Background: an optimization exercise with open tools, aiming at small area. Do not read the settings as production practice. In this exercise RTL edits were held to simulation tests only and were not proved equivalent to the original. Power figures rest on the tool's default switching activity, not on a simulated workload.

File: design/flow/design.v
module pwm_timing_param_calc (
   input  logic         clock,
   input  logic         reset,
   input  logic         req_start,
   output logic         busy,
   input  logic [6:0]   req_percent,
   output logic         rsp_valid,
   output logic [2:0]   rsp_div_code,
   output logic [7:0]   rsp_prescale_code,
   output logic [15:0]  rsp_period_code,
   output logic [15:0]  rsp_duty_code,
   output logic         rsp_duty_zero,
   output logic [1:0]   rsp_status,
   input  logic         csr_valid,
   output logic         csr_ready,
   input  logic [0:0]   csr_index,
   input  logic [31:0]  csr_wdata
);
   localparam logic [31:0] CLK_HZ_RESET = 32'd200000000;
   localparam logic [31:0] PERIOD_RESET = 32'd50000;
   localparam logic [23:0] D_CYC  = 24'd3906250;    
   localparam logic [23:0] D_FULL = 24'd65535;
   localparam logic [23:0] D_PCT  = 24'd100;
   localparam logic [3:0] S_IDLE   = 4'd0;
   localparam logic [3:0] S_DONE   = 4'd1;
   localparam logic [3:0] S_MULC   = 4'd2;    
   localparam logic [3:0] S_MULP   = 4'd3;    
   localparam logic [3:0] S_DIVD1  = 4'd4;    
   localparam logic [3:0] S_DIVK   = 4'd5;    
   localparam logic [3:0] S_DIV100 = 4'd6;    
   localparam logic [3:0] S_DIVPRE = 4'd7;    
   localparam logic [3:0] S_FIT    = 4'd8;    
   localparam logic [3:0] S_CLRM   = 4'd9;    
   localparam logic [3:0] S_CLRP   = 4'd10;   
   localparam logic [3:0] S_LOAD   = 4'd11;   
   localparam logic [1:0] PH_A = 2'd0;
   localparam logic [1:0] PH_B = 2'd1;
   localparam logic [1:0] PH_C = 2'd2;
   logic [31:0] clk_hz;
   logic [31:0] period;
   logic [63:0] w;
   logic [15:0] aux;
   logic [2:0]  c;
   logic [7:0]  code;
   logic        range_f;
   logic        bad_f;
   logic [3:0]  state;
   logic [1:0]  phase;
   logic [5:0]  cnt;
   logic        idle;
   logic        accept;
   logic        bad;
   logic        div_mode;
   logic        mul_mode;
   logic        add_en;
   logic        is_pre;
   logic        sub;
   logic        c9;
   logic [23:0] dsel;
   logic [31:0] m_in;
   logic [32:0] a_in;
   logic [32:0] b_in;
   logic [32:0] sum;
   logic        fit;
   logic        fit_stop;
   logic        last;
   logic        rz;
   logic        bin;
   logic [16:0] dec;      
   logic        uf8;
   logic        sat8;
   logic        sat16;
   assign idle   = (state == S_IDLE) || (state == S_DONE);
   assign accept = idle && req_start;
   assign bad    = (req_percent > 7'd100);
   assign fit = !(w[33] && (c != 3'd7)) && (w[32:24] == 9'd0)
                && !((w[23:8] == 16'hffff) && (w[7:0] != 8'd0));
   assign fit_stop = fit || (c == 3'd7);
   always_comb begin
      case (state)
         S_MULC:  last = (cnt == {3'b101, c});
         S_MULP:  last = (cnt == 6'd31);
         default: last = (cnt == 6'd39);
      endcase
   end
   assign div_mode = (state == S_DIVD1) || (state == S_DIVK) ||
                     (state == S_DIV100) || (state == S_DIVPRE);
   assign mul_mode = (state == S_MULC) || (state == S_MULP) ||
                     ((state == S_FIT) && !fit_stop);
   assign add_en   = ((state == S_MULC) || (state == S_MULP)) && !cnt[5];
   assign m_in     = (state == S_MULP) ? {25'd0, aux[6:0]} : clk_hz;
   assign is_pre = (state == S_DIVPRE);
   assign sub    = !w[63];
   always_comb begin
      case (state)
         S_DIVD1:  dsel = D_CYC;
         S_DIVK:   dsel = D_FULL;
         S_DIV100: dsel = D_PCT;
         default:  dsel = {16'd0, code};
      endcase
   end
   assign c9 = sub ^ is_pre;
   assign a_in = div_mode ? w[62:30] : {1'b0, w[63:32]};
   assign b_in = div_mode ? {dsel ^ {24{sub}}, {9{c9}}}
                          : ((w[0] && add_en) ? {1'b0, m_in} : 33'd0);
   assign sum  = a_in + b_in + {32'd0, div_mode && c9};
   assign rz    = (w[55:41] == 15'd0) && (w[63] == w[40]);
   assign bin   = (state == S_LOAD) && (phase == PH_A) ? rz : 1'b1;
   assign dec   = {1'b0, w[15:0]} - {16'd0, bin};
   assign uf8   = (w[7:0] == 8'd0) && bin;
   assign sat16 = (w[39:16] != 24'd0);
   assign sat8  = sat16 || (w[15:8] != 8'd0);
   always_ff @(posedge clock) begin
      if (reset) begin
         state  <= S_IDLE;
         clk_hz <= CLK_HZ_RESET;
         period <= PERIOD_RESET;
      end else begin
         if (csr_valid && idle) begin
            if (csr_index == 1'b0) clk_hz <= csr_wdata;
            else                   period <= csr_wdata;
         end
         if (accept) begin
            state <= bad ? S_DONE : S_MULC;
         end else begin
            case (state)
               S_DONE:   state <= S_IDLE;
               S_MULC:   if (last) state <= S_DIVD1;
               S_MULP:   if (last) state <= S_DIV100;
               S_DIVD1:  if (last) state <= (phase == PH_A) ? S_FIT : S_CLRP;
               S_DIVK:   if (last) state <= S_LOAD;
               S_DIV100: if (last) state <= S_CLRM;
               S_DIVPRE: if (last) state <= (phase == PH_C) ? S_DONE : S_LOAD;
               S_FIT:    if (fit_stop) state <= S_DIVK;
               S_CLRM:   state <= S_MULC;
               S_CLRP:   state <= S_DIVPRE;
               S_LOAD:   state <= (phase == PH_A) ? S_MULP : S_MULC;
               default:  state <= S_IDLE;
            endcase
         end
      end
      if (accept || (state == S_LOAD)) begin
         w <= {32'd0, period};
      end else if ((state == S_CLRM) || (state == S_CLRP) ||
                   ((state == S_FIT) && fit_stop)) begin
         w <= {32'd0, w[31:0]};
      end else if (div_mode) begin
         w <= {sum, w[29:0], !sum[32]};
      end else if (mul_mode) begin
         w <= {sum, w[31:1]};
      end
      if (div_mode || (state == S_MULC) || (state == S_MULP)) begin
         cnt <= last ? 6'd0 : cnt + 6'd1;
      end else begin
         cnt <= 6'd0;
      end
      if (accept) begin
         phase   <= PH_A;
         c       <= 3'd0;
         code    <= 8'd0;
         range_f <= 1'b0;
         bad_f   <= bad;
         aux     <= bad ? 16'd0 : {9'd0, req_percent};
      end else begin
         if (state == S_FIT) begin
            if (fit_stop) range_f <= range_f || !fit;
            else          c <= c + 3'd1;
         end
         if (state == S_LOAD) begin
            if (phase == PH_A) begin
               code    <= sat8 ? 8'hff : (uf8 ? 8'h00 : dec[7:0]);
               range_f <= range_f || (uf8 && !sat8);
               phase   <= PH_B;
            end else begin
               aux     <= sat16 ? 16'hffff : w[15:0];
               phase   <= PH_C;
            end
         end
      end
   end
   assign busy              = !idle;
   assign csr_ready         = idle;
   assign rsp_valid         = (state == S_DONE);
   assign rsp_div_code      = c;
   assign rsp_prescale_code = code;
   assign rsp_period_code   = (sat16 && !bad_f) ? 16'hffff
                              : ((dec[16] || bad_f) ? 16'h0000 : dec[15:0]);
   assign rsp_duty_code     = aux;
   assign rsp_duty_zero     = (aux == 16'd0) && !bad_f;
   assign rsp_status        = {range_f, bad_f};
endmodule
File: design/flow/run.sh
#!/bin/bash
# synth_recipe.tcl (not shown) runs the flow's synth.tcl, then flattens the netlist and writes it again
# the make line also repeats each setting of config.mk as NAME=value (left out here)
make -C /OpenROAD-flow-scripts/flow DESIGN_CONFIG=/design/flow/config.mk WORK_HOME=/design/flow/orfs CLKGATE_MAP_FILE= SYNTH_SCRIPT=/design/flow/synth_recipe.tcl finish
File: design/flow/config.mk
export PLATFORM = sky130hd
export DESIGN_NAME = pwm_timing_param_calc
export DESIGN_NICKNAME = pwm_timing_param_calc
export VERILOG_FILES = /design/flow/design.v
export SDC_FILE = /design/flow/constraint.sdc
export NUM_CORES = 4
export LEC_CHECK = 0
export CAP_MARGIN = 20
export CORE_MARGIN = 2
export CORE_UTILIZATION = 40
export SLEW_MARGIN = 20
File: design/flow/constraint.sdc
create_clock -name core_clock -period 8.0 [get_ports {clock}]
set_input_delay 1.6000 -clock core_clock [delete_from_list [all_inputs] [get_ports {clock}]]
set_output_delay 1.6000 -clock core_clock [all_outputs]
set_load 0.01 [all_outputs]
==> results of run 1 <==
-- sequential cells by signal, indices dropped and copies added (netlist names) --
name     cells
w           64
clk_hz      32
period      32
aux         16
code         8
cnt          6
state        4
c            3
phase        2
bad_f        1
range_f      1
-- critical path, delay by kind of cell (launching register included) --
family                   cells  cell delay (ns)
AND/OR/NAND/NOR              7             1.99
flip-flops                   1             0.34
buffers and inverters        1             0.50
adder cells (fa/ha/maj)      2             0.42
AO/OA/AOI/OAI                1             0.37
-- how the worst max path moves through the flow --
stage | end | depth (start not counted) | from
floorplan | rsp_period_code[10] | 12 | state[2]
global placement | w[24] | 7 | req_start
detailed placement | w[0] | 15 | state[0]
CTS | rsp_period_code[5] | 11 | w[49]
global route | rsp_period_code[4] | 11 | w[49]
finish | rsp_period_code[4] | 11 | w[49]
-- cells by family (layout without fill, tap and decap cells) --
group           count (synthesis)  count (layout)  share of synthesized area, %
flops                         169             169                          38.0
compound gates                288             288                          17.1
xor+xnor                       61              61                          5.24
fa+ha+maj                      41              41                          5.11
simple gates                  529             529                          23.1
buf+inv                        96             156                          3.74
mux                            73              73                          7.67
-- placed cells by master (no fill, tap or decap), types with 5 or more instances in the layout --
master                              n
sky130_fd_sc_hd__a211oi_1           8
sky130_fd_sc_hd__a21o_1            13
sky130_fd_sc_hd__a21oi_1          145
sky130_fd_sc_hd__a22o_1             7
sky130_fd_sc_hd__a31oi_1            6
sky130_fd_sc_hd__and2_1             9
sky130_fd_sc_hd__and3_1             6
sky130_fd_sc_hd__buf_4             11
sky130_fd_sc_hd__clkbuf_16         17
sky130_fd_sc_hd__clkdlybuf4s50_1   91
sky130_fd_sc_hd__dfxtp_1          120
sky130_fd_sc_hd__edfxtp_1          49
sky130_fd_sc_hd__ha_1              39
sky130_fd_sc_hd__inv_1             20
sky130_fd_sc_hd__inv_8              6
sky130_fd_sc_hd__mux2_2            31
sky130_fd_sc_hd__mux2i_1           41
sky130_fd_sc_hd__nand2_1          264
sky130_fd_sc_hd__nand2b_1          18
sky130_fd_sc_hd__nand3_1           21
sky130_fd_sc_hd__nand3b_1          19
sky130_fd_sc_hd__nand4_1           12
sky130_fd_sc_hd__nor2_1           119
sky130_fd_sc_hd__nor2b_1            7
sky130_fd_sc_hd__nor3_1            12
sky130_fd_sc_hd__nor4_1            16
sky130_fd_sc_hd__o21a_1             5
sky130_fd_sc_hd__o21ai_0           53
sky130_fd_sc_hd__o221a_2            8
sky130_fd_sc_hd__o31ai_1            7
sky130_fd_sc_hd__or3_1              6
sky130_fd_sc_hd__xnor2_1           40
sky130_fd_sc_hd__xor2_1            21
-- power groups by stage --
stage | clock network (uW) | registers, uW | logic, uW
final | 857 | 1030 | 356
after global routing | 905 | 1030 | 393
after detailed placement | 0 | 1040 | 354
after global placement | 0 | 1040 | 352
after CTS | 873 | 1020 | 355
after floorplan | 0 | 1000 | 240
-- final cells by class --
type	count	share of cell area, %
multi-input cells	992	50.0
flip-flops and latches	169	32.4
well taps	330	3.46
repair buffers	102	8.32
clock buffers	18	3.59
inverters	22	0.692
clock inverters	14	1.50
-- layer usage --
layer	vias to the layer above	track usage, %
li1	4503	-
met3	32	4.14
met4	0	6.14
met5	-	0
met1	4309	33.4
met2	268	34.8
-- per-stage QoR --
| stage | setup WS, ns | area (sq um) |
|---|---|---|
| final | 2.33 | 11900 |
| after global routing | 2.04 | 11900 |
| after CTS | 2.29 | 11900 |
| after detailed placement | 2.71 | 11300 |
| after global placement | 2.77 | 11300 |
| after floorplan | 3.54 | 10200 |
==> run notes, run 1 <==
==================================================================================
Yosys top cell area share                                                    23.6%
Fraction of power consumed by sequential logic                               45.8%
Net total in the final layout                                                 1389
Net switching component of the power                                        686 uW
Startpoint of the tightest hold check path                              period[13]
Number of resized instances in the post-cts repair step                          0
Max-slew violation count                                                         0
Average wire per standard cell                                             18.5 um
Final TNS setup                                                               0 ns
Final routed DRC violation total                                                 0
Met3 Wirelength                                                            1880 um
Sequence of cells on the critical path                                or4_1 -> nor4_1 -> nand4_1 -> nand2_1 -> ha_1 -> ha_1 -> nor4b_2 -> a31o_2 -> nand2b_1 -> nand2_1 -> clkdlybuf4s50_1
Type of origin of the critical path                                      flip-flop
CTS tree                                                                      done
Met2 wire length                                                          13700 um
Final estimated routing congestion in global placement                       0.862
Wire length of the first global-routing pass                              47500 um
Clock buffers created by TritonCTS                                              17
Register-to-register setup slack                                           2.83 ns
Number of cells traversed by the worst hold path                                 2
Number of buffers on the longest clock path                                      2
Number of sinks on the clock net                                               169
Count of hold-fix buffers inserted at cts                                        0
Number of setup violations in the final report                                   0
Worst min-delay path endpoint                                           period[13]
Kind of capture point of the worst setup path                         primary output
Estimated wirelength of the detail-placed design                          22700 um
Clock tree root buffer cell                                           sky130_fd_sc_hd__clkbuf_16
Post-CTS Setup Bufs                                                              0
Number of antenna violations at the first check in global routing                0
Shortest period the worst path allows                                      5.67 ns
Final Hold Viols                                                                 0
Fraction of final layout cells sized beyond drive strength 1                 7.67%
Number of filler instances in the final layout                                2562
Overall power                                                              2240 uW
Power Internal                                                             1550 uW
Total standard cell area after synthesis                              0.0102 sq mm
Share of synthesized registers carrying an async set or reset                   0%
Synth area leaders                                                    sky130_fd_sc_hd__dfxtp_1 (24%), sky130_fd_sc_hd__edfxtp_1 (14%), sky130_fd_sc_hd__nand2_1 (9.7%), sky130_fd_sc_hd__a21oi_1 (7.2%), sky130_fd_sc_hd__ha_1 (4.9%)
Source-to-sink clock delay at the later pin of the worst-skew pair         0.44 ns
Synthesized net count                                                         1342
Effective utilization at floorplan                                           40.6%
Area used by multi-input combinational logic                          0.00597 sq mm
Number of synthesis warnings                                                     1
Chip Width                                                                  164 um
Worst Setup Path Type                                                      reg2out
Static Leak                                                             0.00456 uW
Maxcap violations                                                                0
Largest vdd supply drop                                                 0.000118 V
Routed wire length                                                        30500 um
Synthesized netlist cell count                                                1257
Worst hold-check slack                                                    0.457 ns
DIE AREA                                                              0.0268 sq mm
Power Dens Cells                                                       187 mW/mm^2
Total track usage                                                            22.9%
Crit path required time                                                    6.40 ns
Number of enable flip-flop cells after synthesis                                49
Cell type contributing the most total cell area after synthesis       sky130_fd_sc_hd__dfxtp_1
Maximum fanout along the worst path                                             16
Num ports                                                                       93
Synth Register Bits                                                            169
Endpoint of the worst-slack reg-to-reg timing path                            w[0]
Standard-cell row count                                                         58
Arrival time worst endpoint                                                4.07 ns
Signed area change from the synthesized netlist to the final layout          17.1%
Top post-synthesis cells by count                                     sky130_fd_sc_hd__nand2_1 (264), sky130_fd_sc_hd__a21oi_1 (146), sky130_fd_sc_hd__nor2_1 (121)
Level count of the clock H-tree                                                  4
Slowest cell on crit path                                             sky130_fd_sc_hd__or4_1
Post-DRT Antenna Nets                                                            0
Top layer used by detailed routing                                            met4
CTS clock-pin slew for the worst setup and hold paths                      0.08 ns
Grt ovf                                                                          0
Iter 0 DRT Violations                                                          734
Area used by sequential logic in the layout                           0.00387 sq mm
Vias per Instance                                                             5.53
Pin count of the biggest net entering global routing                            76
Most frequently used cell type in the post-synthesis netlist          sky130_fd_sc_hd__nand2_1
Status                                                                finished clean
Switching Fraction                                                           30.7%
R2r startpoint                                                            state[3]
Share of the yosys chip area belonging to registers                          38.0%
Cells on worst reg2reg path                                                     16
Final setup skew                                                         0.0158 ns
Number of port buffers                                                          92
Predominant post-synthesis flop cell                                  sky130_fd_sc_hd__dfxtp_1
Post-layout utilization of the core                                          47.6%
Maximum cell stage delay along the critical path                           0.54 ns
Unrepaired setup endpoints after global routing                              false
Worst hold path class                                                      reg2reg
Measured slew at the worst slew-check pin                                 0.970 ns
Upper clock frequency limit                                                177 MHz
Crit share post-route                                                        70.8%
Number of antenna cells inserted                                                 0
Relative max-transition margin                                               35.1%
Via count of the first global-routing pass                                    8434
Via Count                                                                     9112
Routed metal-1 wire length                                                14400 um
Core box area                                                         0.0251 sq mm
Share of power burned in combinational logic                                 15.9%
Post-Layout Cell Count                                                        1647
Cells after DPL                                                               1615
Syn_area_per_cell                                                       8.11 sq um
Clock Power Share                                                            38.3%
Distinct cells, synth                                                           66
Die boundary height                                                         164 um
Total iterations of the first detailed-routing run                               7
==================================================================================
==> inputs of run 2 (changes only) <==
--- a/design/flow/design.v
+++ b/design/flow/design.v
@@ -61,6 +61,10 @@
    logic [32:0] a_in;
    logic [32:0] b_in;
    logic [32:0] sum;
+   logic        co1, co2;    
+   logic        cy1, cy2;    
+   logic [1:0]  phs;         
+   logic        step;        
    logic        fit;
    logic        fit_stop;
    logic        last;
@@ -76,6 +80,7 @@
    assign fit = !(w[33] && (c != 3'd7)) && (w[32:24] == 9'd0)
                 && !((w[23:8] == 16'hffff) && (w[7:0] != 8'd0));
    assign fit_stop = fit || (c == 3'd7);
+   assign step = (phs == 2'd2);
    always_comb begin
       case (state)
          S_MULC:  last = (cnt == {3'b101, c});
@@ -103,7 +108,18 @@
    assign a_in = div_mode ? w[62:30] : {1'b0, w[63:32]};
    assign b_in = div_mode ? {dsel ^ {24{sub}}, {9{c9}}}
                           : ((w[0] && add_en) ? {1'b0, m_in} : 33'd0);
-   assign sum  = a_in + b_in + {32'd0, div_mode && c9};
+   always_comb begin
+      logic cb;
+      cb = div_mode && c9;
+      for (int i = 0; i < 33; i++) begin
+         if (i == 11) cb = cy1;
+         if (i == 22) cb = cy2;
+         sum[i] = a_in[i] ^ b_in[i] ^ cb;
+         cb     = (a_in[i] & b_in[i]) | (cb & (a_in[i] ^ b_in[i]));
+         if (i == 10) co1 = cb;
+         if (i == 21) co2 = cb;
+      end
+   end
    assign rz    = (w[55:41] == 15'd0) && (w[63] == w[40]);
    assign bin   = (state == S_LOAD) && (phase == PH_A) ? rz : 1'b1;
    assign dec   = {1'b0, w[15:0]} - {16'd0, bin};
@@ -125,13 +141,13 @@
          end else begin
             case (state)
                S_DONE:   state <= S_IDLE;
-               S_MULC:   if (last) state <= S_DIVD1;
-               S_MULP:   if (last) state <= S_DIV100;
-               S_DIVD1:  if (last) state <= (phase == PH_A) ? S_FIT : S_CLRP;
-               S_DIVK:   if (last) state <= S_LOAD;
-               S_DIV100: if (last) state <= S_CLRM;
-               S_DIVPRE: if (last) state <= (phase == PH_C) ? S_DONE : S_LOAD;
-               S_FIT:    if (fit_stop) state <= S_DIVK;
+               S_MULC:   if (step && last) state <= S_DIVD1;
+               S_MULP:   if (step && last) state <= S_DIV100;
+               S_DIVD1:  if (step && last) state <= (phase == PH_A) ? S_FIT : S_CLRP;
+               S_DIVK:   if (step && last) state <= S_LOAD;
+               S_DIV100: if (step && last) state <= S_CLRM;
+               S_DIVPRE: if (step && last) state <= (phase == PH_C) ? S_DONE : S_LOAD;
+               S_FIT:    if (step && fit_stop) state <= S_DIVK;
                S_CLRM:   state <= S_MULC;
                S_CLRP:   state <= S_DIVPRE;
                S_LOAD:   state <= (phase == PH_A) ? S_MULP : S_MULC;
@@ -142,15 +158,22 @@
       if (accept || (state == S_LOAD)) begin
          w <= {32'd0, period};
       end else if ((state == S_CLRM) || (state == S_CLRP) ||
-                   ((state == S_FIT) && fit_stop)) begin
+                   ((state == S_FIT) && fit_stop && step)) begin
          w <= {32'd0, w[31:0]};
-      end else if (div_mode) begin
+      end else if (div_mode && step) begin
          w <= {sum, w[29:0], !sum[32]};
-      end else if (mul_mode) begin
+      end else if (mul_mode && step) begin
          w <= {sum, w[31:1]};
       end
+      cy1 <= co1;
+      cy2 <= co2;
+      if (div_mode || mul_mode || (state == S_FIT)) begin
+         phs <= step ? 2'd0 : phs + 2'd1;
+      end else begin
+         phs <= 2'd0;
+      end
       if (div_mode || (state == S_MULC) || (state == S_MULP)) begin
-         cnt <= last ? 6'd0 : cnt + 6'd1;
+         if (step) cnt <= last ? 6'd0 : cnt + 6'd1;
       end else begin
          cnt <= 6'd0;
       end
@@ -162,7 +185,7 @@
          bad_f   <= bad;
          aux     <= bad ? 16'd0 : {9'd0, req_percent};
       end else begin
-         if (state == S_FIT) begin
+         if ((state == S_FIT) && step) begin
             if (fit_stop) range_f <= range_f || !fit;
             else          c <= c + 3'd1;
          end
==> run 2 against run 1 <==
Against the previous run: still clean on timing, DRC and antenna; wire length fell by 10%; critical path type is now reg2reg; critical endpoint is now w[0]; hold slack got worse by 0.042 ns; clock skew fell by 0.0025 ns; highest routed layer unchanged.
==> run notes, run 2 <==
=====================================================================================
Status                                                                   finished clean
Number of antenna cells inserted                                                    0   unchanged
Register-to-register setup slack                                              1.16 ns   -1.67 ns
Static Leak                                                                0.00406 uW   -11%
Minimum setup slack in the final design                                       1.16 ns   -1.18 ns
Maxcap violations                                                                   0   unchanged
Routed wire length                                                           27400 um   -10%
Critical path buffer and inverter count                                             4   +3
Crit share post-route                                                           85.6%   +15 points
Syn_area_per_cell                                                          9.04 sq um   +12%
Share of synthesized registers carrying an async set or reset                      0%   unchanged
Number of setup violations in the final report                                      0   unchanged
Arrival time worst endpoint                                                   7.03 ns   +2.96 ns
Final estimated routing congestion in global placement                          0.909   +5.5%
Maximum cell stage delay along the critical path                              0.57 ns   +0.03 ns
Relative max-transition margin                                                  41.4%   +6.4 points
Chip Width                                                                     159 um   -3.1%
Cell repeated most along the worst path                                  sky130_fd_sc_hd__fa_1
Measured slew at the worst slew-check pin                                    0.877 ns   -0.0932 ns
Clock buffers created by TritonCTS                                                 17   unchanged
Cell type contributing the most total cell area after synthesis          sky130_fd_sc_hd__dfxtp_1
Final TNS setup                                                                  0 ns   unchanged
Most frequently used cell type in the post-synthesis netlist             sky130_fd_sc_hd__nand2_1
Via count of the first global-routing pass                                       7435   -12%
Core box area                                                            0.0235 sq mm   -6.5%
Number of flip-flops under the largest register name                               64   unchanged
Num ports                                                                          93   unchanged
Clock tree root buffer cell                                              sky130_fd_sc_hd__clkbuf_16
Signed area change from the synthesized netlist to the final layout             18.2%
Total iterations of the first detailed-routing run                                  5   -2
Largest vdd supply drop                                                    0.000150 V   +27%
Worst Setup Path Type                                                         reg2reg
Met2 wire length                                                             12200 um   -11%
Reg with most FFs                                                                   w
Final Hold Viols                                                                    0   unchanged
Type of origin of the critical path                                         flip-flop
Via Count                                                                        7830   -14%
Level count of the clock H-tree                                                     4   unchanged
Share of the yosys chip area belonging to registers                             41.4%   +3.4 points
Number of sinks on the clock net                                                  173   +2.4%
Number of gates on the worst path with buffers counted                             23   +12
Estimated wirelength of the detail-placed design                             19800 um   -13%
Endpoint of the worst-slack reg-to-reg timing path                               w[0]
Unrepaired setup endpoints after global routing                                 false
Upper clock frequency limit                                                   146 MHz   -17%
CTS tree                                                                         done
Distinct cells, synth                                                              66   unchanged
Yosys top cell area share                                                       26.0%   +2.4 points
Destination of the critical timing path                                          w[0]
Most frequent standard cell in the layout excluding fill and tap cells   sky130_fd_sc_hd__nand2_1
Fraction of final layout cells sized beyond drive strength 1                    8.50%   +0.84 points
Total track usage                                                               22.3%   -0.63 points
Sequence of cells on the critical path                                   inv_1 -> ha_1 -> nand2_1 -> or4_1 -> nor2b_1 -> buf_4 -> a21oi_1 -> fa_1 -> fa_1 -> fa_1 -> fa_1 -> fa_1 -> fa_1 -> fa_1 -> fa_1 -> inv_1 -> fa_1 -> inv_1 -> fa_1 -> xnor2_1 -> xnor2_1 -> o21ai_0 -> mux2_2
Average wire per standard cell                                                19.1 um   +3.2%
Synth Register Bits                                                               173   +2.4%
Number of resized instances in the post-cts repair step                             0   unchanged
Number of port buffers                                                             92   unchanged
Number of antenna violations at the first check in global routing                   0   unchanged
Worst hold path class                                                         reg2reg
Total standard cell area after synthesis                                 0.00956 sq mm   -6.2%
Maximum fanout along the worst path                                                17   +1
Synth area leaders                                                       sky130_fd_sc_hd__dfxtp_1 (26%), sky130_fd_sc_hd__edfxtp_1 (15%), sky130_fd_sc_hd__a21oi_1 (7.2%), sky130_fd_sc_hd__mux2i_1 (6.9%), sky130_fd_sc_hd__nand2_1 (6.9%)
Die boundary height                                                            159 um   -3.1%
Crit path required time                                                       8.19 ns   +1.79 ns
Effective utilization at floorplan                                              40.7%   +0.12 points
Power Dens Cells                                                          285 mW/mm^2   +52%
Met3 Wirelength                                                               1760 um   -6.6%
Pin count of the biggest net entering global routing                               69   -9.2%
Worst hold-check slack                                                       0.415 ns   -0.0424 ns
Synthesized netlist cell count                                                   1057   -16%
Most frequent cells in the layout                                        sky130_fd_sc_hd__nand2_1 (176), sky130_fd_sc_hd__a21oi_1 (138), sky130_fd_sc_hd__dfxtp_1 (124)
Number of enable flip-flop cells after synthesis                                   49   unchanged
Source-to-sink clock delay at the later pin of the worst-skew pair            0.44 ns   about the same
Standard-cell row count                                                            56   -3.4%
Cell family with the largest share of critical-path delay                 adder cells
Startpoint of the worst setup timing path                                    state[2]
Routed metal-1 wire length                                                   13200 um   -8.7%
Cells on worst reg2reg path                                                        23   +7
CTS clock-pin slew for the worst setup and hold paths                         0.07 ns   about the same
Final routed DRC violation total                                                    0   unchanged
Count of hold-fix buffers inserted at cts                                           0   unchanged
Post-CTS Setup Bufs                                                                 0   unchanged
Iter 0 DRT Violations                                                             653   -11%
Grt ovf                                                                             0   unchanged
R2r startpoint                                                               state[2]
Number of synthesis warnings                                                        1   unchanged
Worst-case setup slack after placement                                        1.20 ns   -1.50 ns
Synthesized net count                                                            1142   -15%
Top layer used by detailed routing                                               met4
Registers with the most flip-flops                                       w (64), clk_hz (32), period (32)
Slowest cell on crit path                                                sky130_fd_sc_hd__or4_1
DIE AREA                                                                 0.0251 sq mm   -6.1%
Max-slew violation count                                                            0   unchanged
Vias per Instance                                                                5.45   -1.4%
Top post-synthesis cells by count                                        sky130_fd_sc_hd__nand2_1 (176), sky130_fd_sc_hd__a21oi_1 (138), sky130_fd_sc_hd__dfxtp_1 (124)
Wire length of the first global-routing pass                                 42300 um   -11%
Net total in the final layout                                                    1189   -14%
Post-DRT Antenna Nets                                                               0   unchanged
Kind of capture point of the worst setup path                               flip-flop
Predominant post-synthesis flop cell                                     sky130_fd_sc_hd__dfxtp_1
Shortest period the worst path allows                                         6.84 ns   +1.18 ns
Final setup skew                                                            0.0133 ns   -0.00249 ns
Number of buffers on the longest clock path                                         2   unchanged
=====================================================================================
==> run 2: cell types whose count changed in the layout (fill, tap and decap cells not counted), sizes merged, moves of 8 or more <==
cell	delta
nand2	-88
fa	+31
ha	-31
a211oi	+25
mux2i	+25
mux2	-24
nor2	-21
xnor2	-19
nand2b	-14
o21ai	-12
a21o	-10
a21oi	-8
o221a	-8
==> run 2: layer usage <==
metal,track usage (%),vias to the layer above
met5,0,-
met4,5.62,0
met3,5.14,26
met2,33.7,228
met1,32.1,3788
li1,-,3788
==> run 2: per-stage QoR <==
step | power [uW] | instance area, sq um | util, % | instances
after global routing | 3400 | 11300 | 48.1 | 1436
final | 3230 | 11300 | 48.1 | 1436
after floorplan | 1930 | 9560 | - | 1057
after detailed placement | 2340 | 10700 | 45.4 | 1404
after CTS | 3230 | 11300 | 48.1 | 1436
after global placement | 2340 | 10700 | 45.4 | 1404
==> run 2: power by group <==
part	switching (uW)	internal, uW
logic	615	409
clock network	411	486
registers	204	1100
total	1230	2000
==> run 2: worst min path at each step <==
| stage | start | end | slack, ns | cells past startpoint |
|---|---|---|---|---|
| after floorplan | phs[0] | phs[0] | 0.39 | 1 |
| after global placement | phs[0] | phs[0] | 0.40 | 1 |
| after detailed placement | phs[0] | phs[0] | 0.41 | 1 |
| after CTS | phs[0] | phs[0] | 0.42 | 1 |
| after global routing | phs[0] | phs[0] | 0.44 | 1 |
| final | phs[0] | phs[0] | 0.41 | 1 |
==> run 2: final cells by class <==
class | count | area (sq um)
Fill cell | 2262 | 12200
Multi-Input combinational cell | 785 | 5210
Sequential cell | 173 | 3950
Timing Repair Buffer | 106 | 1020
Clock buffer | 17 | 425
Tap cell | 319 | 399
Clock inverter | 15 | 215
Inverter | 21 | 78.8
==> run 2: cell families (layout without fill, tap and decap cells) <==
| kind of cell | count (synthesis) | in the layout | synth area share (%) |
|---|---|---|---|
| buf+inv | 99 | 159 | 4.31 |
| simple gates | 384 | 384 | 18.9 |
| xor+xnor | 38 | 38 | 3.48 |
| fa+ha+maj | 41 | 41 | 7.88 |
| flops | 173 | 173 | 41.4 |
| compound gates | 249 | 249 | 16.4 |
| mux | 73 | 73 | 7.74 |
==> run 2: worst reg2reg max path, stage by stage, from the launching register on <==
cell	delay, ns
sky130_fd_sc_hd__dfxtp_1	0.32
sky130_fd_sc_hd__inv_1	0.08
sky130_fd_sc_hd__ha_1	0.38
sky130_fd_sc_hd__nand2_1	0.17
sky130_fd_sc_hd__or4_1	0.57
sky130_fd_sc_hd__nor2b_1	0.16
sky130_fd_sc_hd__buf_4	0.23
sky130_fd_sc_hd__a21oi_1	0.12
sky130_fd_sc_hd__fa_1	0.39
sky130_fd_sc_hd__fa_1	0.40
sky130_fd_sc_hd__fa_1	0.39
sky130_fd_sc_hd__fa_1	0.39
sky130_fd_sc_hd__fa_1	0.39
sky130_fd_sc_hd__fa_1	0.39
sky130_fd_sc_hd__fa_1	0.39
sky130_fd_sc_hd__fa_1	0.37
sky130_fd_sc_hd__inv_1	0.08
sky130_fd_sc_hd__fa_1	0.16
sky130_fd_sc_hd__inv_1	0.05
sky130_fd_sc_hd__fa_1	0.46
sky130_fd_sc_hd__xnor2_1	0.21
sky130_fd_sc_hd__xnor2_1	0.14
sky130_fd_sc_hd__o21ai_0	0.09
sky130_fd_sc_hd__mux2_2	0.28

-- static timing again, ports no longer ideal --
No port has a modelled driver above. Below, the same layouts with a new extraction and two added sets of constraints. Step 1 assumes that a clkbuf_16 drives the clock port and a buf_2 every other input. Step 2 also shifts input and output timing later by t, the mid clock arrival at the registers, as if the neighbouring blocks saw the same clock. a / b / c = ideal ports / drivers / drivers and shift; a / b = the first two.
run	t (ns)	slack for setup (ns)	worst setup path after step 2	cell pins on the clock port's net
run 1	0.486	2.335 / 2.285 / 2.757	input to register	1
run 2	0.479	1.155 / 1.155 / 1.155	register to register	1
After both steps every run listed still meets setup and hold.
